This design comes from an exercise in tuning for small area, a short achievable clock period and few clock cycles per item on the open sky130 flow, not from production work. Only simulation tests tie the RTL to the original design; equivalence was not proved.

`config.mk`:
```
export PLATFORM = sky130hd
export DESIGN_NAME = butterfly2_pipe
export DESIGN_NICKNAME = butterfly2_pipe
export VERILOG_FILES = /design/flow/design.v
export SDC_FILE = /design/flow/constraint.sdc
export NUM_CORES = 4
export LEC_CHECK = 0
export CAP_MARGIN = 20
export CORE_MARGIN = 2
export CORE_UTILIZATION = 40
export SLEW_MARGIN = 20
```
`constraint.sdc`:
```
create_clock -name core_clock -period 9.0 [get_ports {clk}]
set_input_delay 1.8000 -clock core_clock [delete_from_list [all_inputs] [get_ports {clk}]]
set_output_delay 1.8000 -clock core_clock [all_outputs]
set_load 0.01 [all_outputs]
```
`design.v`:
```
module cmul_round #(
    parameter int N = 16,
    parameter int Q = 14
) (
    input  logic                clk,
    input  logic                i_en,
    input  logic                i_inv,
    input  logic signed [N-1:0] i_b_r,
    input  logic signed [N-1:0] i_b_i,
    input  logic signed [N-1:0] i_w_r,
    input  logic signed [N-1:0] i_w_i,
    output logic signed [N+1:0] o_t_r,
    output logic signed [N+1:0] o_t_i
);
    localparam int PROD_W = 2 * N;
    localparam int T_W    = N + 2;
    localparam int ACC_W  = PROD_W + 1;
    localparam logic signed [ACC_W-1:0] RND = ACC_W'(1) <<< (Q - 1);
    logic signed [PROD_W-1:0] w_b_r, w_b_i, w_w_r, w_w_i;
    logic signed [PROD_W-1:0] r_brwr_p1, r_biwi_p1, r_brwi_p1, r_biwr_p1;
    logic                     r_inv_p1;
    logic signed [ACC_W-1:0]  w_sum_r, w_sum_i;
    logic signed [T_W-1:0]    w_rnd_r, w_rnd_i;
    logic signed [T_W-1:0]    r_t_r_p2, r_t_i_p2;
    assign w_b_r = PROD_W'(i_b_r);
    assign w_b_i = PROD_W'(i_b_i);
    assign w_w_r = PROD_W'(i_w_r);
    assign w_w_i = PROD_W'(i_w_i);
    always_ff @(posedge clk) begin
        if (i_en) begin
            r_brwr_p1 <= w_b_r * w_w_r;
            r_biwi_p1 <= w_b_i * w_w_i;
            r_brwi_p1 <= w_b_r * w_w_i;
            r_biwr_p1 <= w_b_i * w_w_r;
            r_inv_p1  <= i_inv;
        end
    end
    always_comb begin
        w_sum_r = '0;
        w_sum_i = '0;
        if (r_inv_p1) begin
            w_sum_r = ACC_W'(r_brwr_p1) + ACC_W'(r_biwi_p1);
            w_sum_i = ACC_W'(r_biwr_p1) - ACC_W'(r_brwi_p1);
        end else begin
            w_sum_r = ACC_W'(r_brwr_p1) - ACC_W'(r_biwi_p1);
            w_sum_i = ACC_W'(r_brwi_p1) + ACC_W'(r_biwr_p1);
        end
        w_rnd_r = T_W'((w_sum_r + RND) >>> Q);
        w_rnd_i = T_W'((w_sum_i + RND) >>> Q);
    end
    always_ff @(posedge clk) begin
        if (i_en) begin
            r_t_r_p2 <= w_rnd_r;
            r_t_i_p2 <= w_rnd_i;
        end
    end
    assign o_t_r = r_t_r_p2;
    assign o_t_i = r_t_i_p2;
endmodule
module butterfly2_pipe #(
    parameter int N = 16,
    parameter int Q = 14
) (
    input  logic                clk,
    input  logic                rst,
    input  logic                in_valid,
    output logic                in_ready,
    input  logic                in_inv,
    input  logic                in_scale,
    input  logic signed [N-1:0] in0_r,
    input  logic signed [N-1:0] in0_i,
    input  logic signed [N-1:0] in1_r,
    input  logic signed [N-1:0] in1_i,
    input  logic signed [N-1:0] twiddle_r,
    input  logic signed [N-1:0] twiddle_i,
    output logic                out_valid,
    input  logic                out_ready,
    output logic signed [N-1:0] out0_r,
    output logic signed [N-1:0] out0_i,
    output logic signed [N-1:0] out1_r,
    output logic signed [N-1:0] out1_i,
    output logic                ovf,
    input  logic                ovf_clr
);
    localparam int T_W   = N + 2;
    localparam int SUM_W = N + 3;
    localparam logic signed [SUM_W-1:0] SAT_HI = (SUM_W'(1) <<< (N - 1)) - SUM_W'(1);
    localparam logic signed [SUM_W-1:0] SAT_LO = -(SUM_W'(1) <<< (N - 1));
    function automatic logic signed [SUM_W-1:0] scale_fn(input logic signed [SUM_W-1:0] x,
                                                          input logic s);
        if (s) scale_fn = (x + SUM_W'(1)) >>> 1;
        else   scale_fn = x;
    endfunction
    function automatic logic [N:0] sat_fn(input logic signed [SUM_W-1:0] x);
        if (x > SAT_HI)      sat_fn = {1'b1, SAT_HI[N-1:0]};
        else if (x < SAT_LO) sat_fn = {1'b1, SAT_LO[N-1:0]};
        else                 sat_fn = {1'b0, x[N-1:0]};
    endfunction
    logic                   w_en;
    logic                   r_v_p1, r_v_p2, r_v_p3;
    logic signed [N-1:0]    r_a_r_p1, r_a_i_p1, r_a_r_p2, r_a_i_p2;
    logic                   r_scale_p1, r_scale_p2;
    logic signed [T_W-1:0]  w_t_r, w_t_i;
    logic signed [SUM_W-1:0] w_x0_r, w_x0_i, w_x1_r, w_x1_i;
    logic signed [N-1:0]    w_y0_r, w_y0_i, w_y1_r, w_y1_i;
    logic [3:0]             w_sat;
    logic signed [N-1:0]    r_x0_r_p3, r_x0_i_p3, r_x1_r_p3, r_x1_i_p3;
    logic                   r_ovf;
    assign w_en     = ~r_v_p3 | out_ready;
    assign in_ready = w_en;
    cmul_round #(.N(N), .Q(Q)) u_cmul (
        .clk   (clk),
        .i_en  (w_en),
        .i_inv (in_inv),
        .i_b_r (in1_r),
        .i_b_i (in1_i),
        .i_w_r (twiddle_r),
        .i_w_i (twiddle_i),
        .o_t_r (w_t_r),
        .o_t_i (w_t_i)
    );
    always_ff @(posedge clk) begin
        if (rst) begin
            r_v_p1 <= 1'b0;
            r_v_p2 <= 1'b0;
            r_v_p3 <= 1'b0;
        end else if (w_en) begin
            r_v_p1 <= in_valid;
            r_v_p2 <= r_v_p1;
            r_v_p3 <= r_v_p2;
        end
    end
    always_ff @(posedge clk) begin
        if (w_en) begin
            r_a_r_p1   <= in0_r;
            r_a_i_p1   <= in0_i;
            r_scale_p1 <= in_scale;
            r_a_r_p2   <= r_a_r_p1;
            r_a_i_p2   <= r_a_i_p1;
            r_scale_p2 <= r_scale_p1;
        end
    end
    always_comb begin
        w_x0_r = scale_fn(SUM_W'(r_a_r_p2) + SUM_W'(w_t_r), r_scale_p2);
        w_x0_i = scale_fn(SUM_W'(r_a_i_p2) + SUM_W'(w_t_i), r_scale_p2);
        w_x1_r = scale_fn(SUM_W'(r_a_r_p2) - SUM_W'(w_t_r), r_scale_p2);
        w_x1_i = scale_fn(SUM_W'(r_a_i_p2) - SUM_W'(w_t_i), r_scale_p2);
        {w_sat[0], w_y0_r} = sat_fn(w_x0_r);
        {w_sat[1], w_y0_i} = sat_fn(w_x0_i);
        {w_sat[2], w_y1_r} = sat_fn(w_x1_r);
        {w_sat[3], w_y1_i} = sat_fn(w_x1_i);
    end
    always_ff @(posedge clk) begin
        if (rst) begin
            r_x0_r_p3 <= '0;
            r_x0_i_p3 <= '0;
            r_x1_r_p3 <= '0;
            r_x1_i_p3 <= '0;
        end else if (w_en && r_v_p2) begin
            r_x0_r_p3 <= w_y0_r;
            r_x0_i_p3 <= w_y0_i;
            r_x1_r_p3 <= w_y1_r;
            r_x1_i_p3 <= w_y1_i;
        end
    end
    always_ff @(posedge clk) begin
        if (rst) begin
            r_ovf <= 1'b0;
        end else if (w_en && r_v_p2 && (|w_sat)) begin
            r_ovf <= 1'b1;
        end else if (ovf_clr) begin
            r_ovf <= 1'b0;
        end
    end
    assign out_valid = r_v_p3;
    assign out0_r    = r_x0_r_p3;
    assign out0_i    = r_x0_i_p3;
    assign out1_r    = r_x1_r_p3;
    assign out1_i    = r_x1_i_p3;
    assign ovf       = r_ovf;
endmodule
```
`run.sh`:
```
#!/bin/bash
# synth_recipe.tcl (not shown) runs the flow's synth.tcl, then flattens the netlist and writes it again
# the make line also repeats each setting of config.mk as NAME=value (left out here)
make -C /OpenROAD-flow-scripts/flow DESIGN_CONFIG=/design/flow/config.mk WORK_HOME=/design/flow/orfs CLKGATE_MAP_FILE= SYNTH_SCRIPT=/design/flow/synth_recipe.tcl finish
```
==> notes.md <==
- Final worst-path cycle share: 94.06%
- Final setup skew: 0.03050 ns
- Max Fanout on Critical Path: 11
- Post-synth EDFFs: 231
- CTS Hold Bufs: 0
- # resized after CTS: 0
- Sequential cell area fraction in the yosys report: 14.02%
- Max incr delay on CP: 0.93 ns
- Yosys cell types: 126
- Die height: 388.7 um
- Wire per inst: 18.73 um
- Fmax: 118.1 MHz
- Worst Path Required: 9.33 ns
- Outcome: complete, no violations
- Critical Path End Type: flip-flop
- Core Area: 147300 um^2
- R2r setup slk: 3.18 ns
- DP Cell Count: 8485
- Slew Viols, Final: 0
- CP startpoint: in1_i[6]
- Critical-path top delay cell: clkdlybuf4s50_1
- First-pass GRT wire length: 259100 um
- Via count: 43953
- WP depth: 26
- Routed WL: 160300 um
- NumNets Final: 8221
- Bufs on Longest Clock Path: 3
- Largest net degree at the start of global routing: 74
- Starting DRT DRC Count: 2744
- Clock-pin slew on the worst setup and hold paths: 0.06 ns
- Filler Cell Count: 14156
- Post-DP HPWL: 131000 um
- Number of vias per cell: 5.135
- Final Non-Filler Cells: 8560
- CTS tree: built
- Syn. warnings: 2
- Top_reg_cell synth: edfxtp_1
- Starting Density: 40.18%
- Crit path DAT: 8.79 ns
- Post-CTS Setup Bufs: 0
- R2R Path Start: u_cmul.r_biwi_p1[2]$_DFFE_PN_
- Hold crit path type: flip-flop to flip-flop
- Crit path capture: u_cmul.r_biwi_p1[31]$_DFFE_PN_
- Area grow syn2layout: 10.39%
- CP startpoint kind: primary input
- RSZ-0062 raised after global routing: no
- Boundary Pins: 170
- Clock period minus worst slack: 8.465 ns
- Cells after synthesis: 6475
- Layout cells sized above 1: 5.011%
- Num rows: 141
- Root buf cell: clkbuf_16
- WP buf/inv: 5
- H-tree lvl count: 2
- Clock latency on the worst-skew pair: 0.61 ns
- Clock Sinks: 299
- Most frequent cells in the layout: inv_1, fa_1, nand2_1
- 1st-pass router iterations: 6
- Syn_nets: 8098
- Initial antenna violation count: 5
- Congestion Overflow GR: 0
- Mapped Avg Cell Area: 9.141 um^2
- GPL Wtd Cong: 0.9099
- Rel. slew slack: 32.64%
- Worst-margin pin slew: 1.010 ns
- Final WS setup: 0.5346 ns
- Async SR Flop Fraction: 0%
- GRT Overall Usage: 21.83%
- Post-Syn Area: 59190 um^2
- Maxcap violations: 0
- Total CTS buffers: 39
- Pre-CTS setup slack: -0.02820 ns
- Commonest non-fill, non-tap cell in the layout: inv_1
- Delay-heaviest family, CP: adder cells
- Synthesis-stage register bit count: 299
- Residual DRC: 0
- Hold Fails Final Rpt: 0
- Final ANT Viol Nets: 0
- Worst r2r path cells: 19
- Die W: 388.7 um
- Post-layout util: 44.36%
- RR Endpoint: u_cmul.r_t_r_p2[16]$_DFFE_PN_
- Vias in the first global route: 46678
- IO Port Bufs: 169
- Top cell by count, worst path: fa_1
- Die area: 151100 um^2
- Final setup vio count: 0
- CP Class: primary input to flip-flop
## sequential cells by signal, summed over array words and instances (netlist names), 18 cells and up
signal and cells:
u_cmul.r_biwi_p1 32, u_cmul.r_t_i_p2 18, u_cmul.r_brwr_p1 32, u_cmul.r_t_r_p2 18, u_cmul.r_brwi_p1 32, u_cmul.r_biwr_p1 32
## how the worst min path moves through the flow
stage                            from                      to  slack, ns  cells after the start
2_1_floorplan   r_a_i_p1[0]$_DFFE_PN_   r_a_i_p2[0]$_DFFE_PN_       0.40                      0
3_3_place_gp   r_a_i_p1[15]$_DFFE_PN_  r_a_i_p2[15]$_DFFE_PN_       0.40                      0
3_5_place_dp   r_a_r_p1[14]$_DFFE_PN_  r_a_r_p2[14]$_DFFE_PN_       0.41                      0
4_1_cts         r_a_r_p1[3]$_DFFE_PN_   r_a_r_p2[3]$_DFFE_PN_       0.40                      0
5_1_grt         r_a_r_p1[3]$_DFFE_PN_   r_a_r_p2[3]$_DFFE_PN_       0.42                      0
6_report        r_a_r_p1[3]$_DFFE_PN_   r_a_r_p2[3]$_DFFE_PN_       0.40                      0
## metrics by stage
stage	area, um^2	hold WS, ns	setup TNS, ns
global route	65340	0.4160	0
global placement	64050	0.4009	-0.06984
detailed placement	64050	0.4054	-0.02820
floorplan	59190	0.4003	0
CTS	65300	0.4041	0
finish	65340	0.4027	0
## cells in the mapped netlist, drive strengths merged, types with 45 or more instances
cell	count	area share, %
nand2b	59	0.62
fa	1052	36
o21ai	133	1.1
nor3	96	0.87
clkbuf	247	1.6
a21o	70	0.89
a21oi	236	2.0
nor2b	45	0.49
xnor2	225	3.3
and2	406	4.3
nand3	70	0.61
inv	1332	8.4
nor2	302	1.9
dfxtp	68	2.3
nand2	750	4.8
xor2	96	1.4
ha	468	9.9
edfxtp	231	12
## worst reg2reg max path: stages, from the launching register on
cell      delay, ns
edfxtp_1       0.43
nor3_1         0.49
nor4b_1        0.55
and2_1         0.31
nor2_1         0.07
xnor2_1        0.17
ha_1           0.27
a211o_1        0.27
a21oi_1        0.13
o21a_1         0.19
a211oi_1       0.12
o21a_1         0.23
o311ai_0       0.55
and2_1         0.20
and4_1         0.32
nand3_1        0.15
nor4_1         0.28
xor2_1         0.17
a21oi_1        0.06
xnor2_1        0.52
## layer usage
layer / routed length (um) / share of wire, % / vias up / GRT usage [%]
li1: - / - / 20492 / -
met1: 70430 / 44 / 22174 / 28.99
met2: 76930 / 48 / 1083 / 37.42
met3: 8086 / 5.0 / 202 / 2.456
met4: 4840 / 3.0 / 2 / 6.565
met5: 12 / 0.0075 / - / 0
## area by class of cell
cell class,instances,area (um^2),area share [%]
clock inverter,21,186.4,0.2853
sequential,299,8298,12.70
inverter,1335,5011,7.669
antenna,4,10.01,0.01532
clock buffer,48,1071,1.639
multi-input combinational,4572,44770,68.52
timing repair buffer,351,3578,5.477
tap,1930,2415,3.696
## cells by family (layout without fill, tap and decap cells)
kind of cell             Yosys count  count (layout)  synth area share (%)
AO/OA/AOI/OAI                    798             798                 9.187
AND/OR/NAND/NOR                 1919            1919                 15.94
adder cells (fa/ha/maj)         1520            1520                 45.47
flip-flops                       299             299                 14.02
XOR/XNOR                         321             321                 4.763
buffers and inverters           1604            1755                 10.37
other                              0               4                     0
multiplexers                      14              14                0.2558
Testbench counts, summed over its fixed seeds: cycles 24,024, items 24,000.

-- separate check: timing with driven ports --
Ports are ideal in the flow. The routed layout listed here was re-timed in OpenROAD.
Step 1: set_driving_cell puts a clkbuf_16 on clk and a buf_2 on each other input, an assumption about the parent block.
Step 2 times the ports against the registers' clock, not the clock port: input delays grow and output delays shrink by t, the midpoint of the rising clock arrivals with the driver on.
Slacks: ideal / step 1 / step 2; pairs: ideal / step 1.
t (ns): 0.675
setup WS [ns]: 0.535 / 0.580 / -0.095
worst data-port slew with drivers (ns): 0.19
With both steps, setup timing fails in this run, where it was met with ideal ports. For this run, drivers alone change the setup slack by +0.045 ns; drivers and shift together by -0.630 ns.
